Source: an optimization exercise on an open RTL-to-GDS flow (aim: small area, a short achievable clock period and few clock cycles). Production flows keep margins and buffers that such runs may drop.
In this exercise RTL edits were held to simulation tests only and were not proved equivalent to the original.

==> run D <==
==> flow/design.v (excerpt) <==
module dec_round_key_gen
#(
    parameter int NW_MAX = NW_MAX_DEF,
    parameter int KEY_W  = KEY_W_DEF
) (
    input  logic             i_Clk,
    input  logic             i_Rst,
    input  logic             i_Start,
    input  logic [KEY_W-1:0] i_Key,
    input  logic [1:0]       i_Key_Mode,
    input  logic             i_Round_Ready,
    output logic [127:0]     o_Round_Key,
    output logic             o_Round_Valid,
    output logic [3:0]       o_Round_Idx,
    output logic             o_Last,
    output logic             o_Busy
);
    typedef struct packed {
        logic       sh2;     
        logic [2:0] off;     
        logic       j0;      
        logic       j2;      
        logic [3:0] g;       
        logic       rot;     
        logic [3:0] rci;     
        logic [4:0] sin;     
    } ctrl_t;
    function automatic logic [7:0] rcon(input logic [3:0] idx);
        case (idx)
            4'd1:    rcon = 8'h01;
            4'd2:    rcon = 8'h02;
            4'd3:    rcon = 8'h04;
            4'd4:    rcon = 8'h08;
            4'd5:    rcon = 8'h10;
            4'd6:    rcon = 8'h20;
            4'd7:    rcon = 8'h40;
            4'd8:    rcon = 8'h80;
            4'd9:    rcon = 8'h1b;
            4'd10:   rcon = 8'h36;
            default: rcon = 8'h00;
        endcase
    endfunction
    function automatic ctrl_t step_ctrl(input logic nk6, input logic nk8, input logic [3:0] r,
                                        input logic bwd);
        ctrl_t      c;
        logic [3:0] idx;
        c     = '0;
        idx   = 4'd0;
  ...
==> flow/config.mk <==
export PLATFORM = sky130hd
export DESIGN_NAME = dec_round_key_gen
export DESIGN_NICKNAME = dec_round_key_gen
export VERILOG_FILES = /design/flow/design.v
export SDC_FILE = /design/flow/constraint.sdc
export NUM_CORES = 8
export LEC_CHECK = 0
export CAP_MARGIN = 20
export CORE_MARGIN = 2
export CORE_UTILIZATION = 50
export CTS_CLUSTER_DIAMETER = 100
export CTS_CLUSTER_SIZE = 20
export SETUP_SLACK_MARGIN = 2.0
export SLEW_MARGIN = 20
==> flow/constraint.sdc <==
create_clock -name core_clock -period 32.0 [get_ports {i_Clk}]
set_input_delay 6.4000 -clock core_clock [delete_from_list [all_inputs] [get_ports {i_Clk}]]
set_output_delay 6.4000 -clock core_clock [all_outputs]
set_load 0.01 [all_outputs]
standard.sh (not shown) runs the stock make flow with config.mk's settings and CLKGATE_MAP_FILE= SYNTH_SCRIPT=/design/flow/synth_recipe.tcl, a recipe that flattens the netlist after the stock synthesis.
==> flow/flow/run.sh <==
#!/bin/bash
# Layout flow: the standard ORFS flow (standard.sh) with these changes, set in flow/params.sh:
#  1. Synthesis maps the logic with an area-oriented ABC script (flow/area.abc) in place of
#     ORFS's speed script. Registers are mapped before ABC runs, so they are exactly the
#     standard synthesis's registers, with the same names and cells.
#  2. ORFS's timing repair aims for MARGIN ns of setup slack at the design's clock period,
#     instead of the small default margin.
#  3. Ports are buffered with BUF_CELL (every input and output still gets its own buffer).
# Every tool's output goes to ORFS's per-step logs under orfs/logs, and make's to flow.log.
set -uo pipefail
W=$PWD
source flow/params.sh
{
  echo "proc abc {args} { set i [lsearch \$args -script]; if {\$i >= 0} { set args [lreplace \$args \$i [expr {\$i+1}] -script $W/flow/area.abc] }; yosys abc {*}\$args }"
  cat synth_recipe.tcl
} > my_synth.tcl
sed -e "s#SYNTH_SCRIPT=[^ ]*#SYNTH_SCRIPT=$W/my_synth.tcl#" \
    -e "s#SETUP_SLACK_MARGIN=[^ ]*#SETUP_SLACK_MARGIN=$MARGIN#" standard.sh > my_standard.sh
export BUFFER_PORTS_ARGS="-buffer_cell $BUF_CELL"
bash my_standard.sh > flow.log 2>&1
==> flow/flow/area.abc <==
strash
&get -n
&dch -f
&nf -R 1000
&put
==> flow/flow/params.sh <==
MARGIN=24.3
BUF_CELL=sky130_fd_sc_hd__buf_1
==> inputs of run A, as changes to run D <==
--- a/flow/design.v
+++ b/flow/design.v
@@ -100,14 +100,14 @@
         logic       sh2;     
         logic [2:0] off;     
         logic       j0;      
         logic       j2;      
         logic [3:0] g;       
         logic       rot;     
-        logic [3:0] rci;     
-        logic [4:0] sin;     
+        logic [7:0] rc;      
+        logic [3:0] sin;     
     } ctrl_t;
     function automatic logic [7:0] rcon(input logic [3:0] idx);
         case (idx)
             4'd1:    rcon = 8'h01;
             4'd2:    rcon = 8'h02;
             4'd3:    rcon = 8'h04;
@@ -149,21 +149,21 @@
                 endcase
             end else begin
                 c.j0  = 1'b1;
                 idx   = r + 4'd1;
                 c.off = 3'b100;
             end
-            c.sin = (c.j2 && !c.sh2) ? 5'b01000 : 5'b10000;
+            c.sin = (c.j2 && !c.sh2) ? 4'b1110 : 4'b1000;
             c.g   = {c.j0 | c.j2, c.j0 | c.j2, c.j0, c.j0};
         end else begin
             if (nk8) begin
                 c.j0  = 1'b1;
                 c.rot = !r[0];
                 idx   = r >> 1;
                 c.off = 3'b100;
-                c.sin = 5'b00010;
+                c.sin = 4'b0100;
             end else if (nk6) begin
                 c.off = 3'b010;
                 case (r)
                     4'd2:  begin c.j0 = 1'b1; idx = 4'd1; end
                     4'd3:  begin c.j2 = 1'b1; idx = 4'd2; end
                     4'd5:  begin c.j0 = 1'b1; idx = 4'd3; end
@@ -171,22 +171,22 @@
                     4'd8:  begin c.j0 = 1'b1; idx = 4'd5; end
                     4'd9:  begin c.j2 = 1'b1; idx = 4'd6; end
                     4'd11: begin c.j0 = 1'b1; idx = 4'd7; end
                     4'd12: begin c.j2 = 1'b1; idx = 4'd8; end
                     default: ;
                 endcase
-                c.sin = c.j2 ? 5'b00010 : 5'b00001;
+                c.sin = c.j2 ? 4'b0100 : 4'b0001;
             end else begin
                 c.j0  = 1'b1;
                 idx   = r - 4'd1;
                 c.off = 3'b001;
-                c.sin = 5'b00100;
+                c.sin = 4'b0110;
             end
             c.g = {1'b0, c.j2, 1'b0, c.j0};
         end
-        c.rci = c.rot ? idx : 4'd0;
+        c.rc = c.rot ? rcon(idx) : 8'h00;
         step_ctrl = c;
     endfunction
     logic [31:0] r_W [8];
     logic        r_Nk6;          
     logic        r_Nk8;          
     logic [3:0]  r_Rnd;          
@@ -203,37 +203,30 @@
     logic [3:0]  w_EndRnd;
     logic        w_FwdLast;
     logic [3:0]  w_RndNext;
     logic        w_BwdNext;
     ctrl_t       w_CFirst;
     ctrl_t       w_CNext;
-    logic [31:0] w_X32;
-    logic [31:0] w_X327;
     logic [31:0] w_SubIn;
     logic [31:0] w_SubOut;
     logic [31:0] w_T;
     logic [31:0] w_P [4];
     logic [31:0] w_A [4];
     logic [31:0] w_Y [4];
-    logic [7:0]  w_Rc;
     logic [31:0] w_Rc0;
     logic [31:0] w_Rc2;
     assign w_Fwd     = r_Busy && !r_Valid;
     assign w_Adv     = !r_Valid || i_Round_Ready;
     assign w_EndRnd  = r_Nk8 ? NR_256 : r_Nk6 ? NR_192 : NR_128;
     assign w_FwdLast = (r_Rnd == w_EndRnd - 4'd1);
-    assign w_X32  = r_W[3] ^ r_W[2];
-    assign w_X327 = w_X32 ^ r_W[7];
-    assign w_SubIn = ({32{r_C.sin[4]}} & r_W[7]) | ({32{r_C.sin[3]}} & w_X327) |
-                     ({32{r_C.sin[2]}} & w_X32)  | ({32{r_C.sin[1]}} & r_W[3]) |
-                     ({32{r_C.sin[0]}} & r_W[1]);
+    assign w_SubIn = ({32{r_C.sin[3]}} & r_W[7]) ^ ({32{r_C.sin[2]}} & r_W[3]) ^
+                     ({32{r_C.sin[1]}} & r_W[2]) ^ ({32{r_C.sin[0]}} & r_W[1]);
     dec_key_word_step u_sub (.i_Word(w_SubIn), .o_Word(w_SubOut));
     assign w_T = r_C.rot ? {w_SubOut[23:0], w_SubOut[31:24]} : w_SubOut;
-    assign w_Rc  = rcon(r_C.rci);
-    assign w_Rc0 = {r_C.j0 ? w_Rc : 8'h00, 24'h000000};
-    assign w_Rc2 = {r_C.j2 ? w_Rc : 8'h00, 24'h000000};
+    assign w_Rc0 = {r_C.j0 ? r_C.rc : 8'h00, 24'h000000};
+    assign w_Rc2 = {r_C.j2 ? r_C.rc : 8'h00, 24'h000000};
     always_comb begin
         for (int j = 0; j < 4; j++)
             w_P[j] = ({32{r_C.off[0]}} & r_W[j]) | ({32{r_C.off[1]}} & r_W[j+2]) |
                      ({32{r_C.off[2]}} & r_W[j+4]);
         w_A[0] = w_P[0] ^ w_Rc0 ^ (r_C.j0 ? 32'h0 : (r_Valid ? r_W[1] : r_W[7]));
         w_A[1] = w_P[1] ^ (r_Valid ? w_P[0] : w_A[0]);
==> flow/flow/params.sh (replaced) <==
MARGIN=24.5
BUF_CELL=sky130_fd_sc_hd__buf_1
CORE_UTILIZATION = 40   (was 50)
CTS_CLUSTER_DIAMETER = unset   (was 100)
CTS_CLUSTER_SIZE = unset   (was 20)
==> notes <==
Critical path depth is the same in run D and run A. Between run D and run A, the lower register-to-register slack is in run D (gap 0.24 ns). Of run A and run D, run D has the higher global-route usage (gap 5.8 points). In run A the worst setup slack is higher than in run D, by 0.058 ns. In run A the clock skew is higher than in run D, by 0.0053 ns. In run A the hold slack is worse than in run D, by 0.00081 ns. Against run A, the via count of run D is lower by 0.89%. Die area: run D is smaller than run A (21%). Count of clock-buffer cells in the layout: run D is lower than run A (23).
Testbench counts of run D, summed over its fixed seeds: cycles 5,064.
Testbench counts of run A, summed over its fixed seeds: cycles 5,064.

==> separate check: timing with driven ports <==
The flow's constraints put no driver on any port. The routed layouts listed below were extracted and timed again, unchanged, in two steps. Step 1, drivers: a clkbuf_16 drives i_Clk and a buf_2 each remaining input, both assumed. Step 2 also shifts input and output timing later by t, the mid clock arrival at the registers, as if the neighbouring blocks saw the same clock. a / b / c = no drivers / after step 1 / after step 2; a / b = the first two.
run | shift t [ns] | slack for setup (ns) | worst register clock-pin slew, ns | worst slew at a driven data input, ns
run D | 0.604 | 24.303 / 24.237 / 23.823 | 0.10 / 0.10 | 0.10
run A | 0.627 | 24.362 / 24.298 / 24.042 | 0.06 / 0.06 | 0.12
After both steps setup and hold are still met in every run listed. The setup slack of run D, which loses most, moves by -0.066 ns with the drivers and by -0.480 ns with both steps.
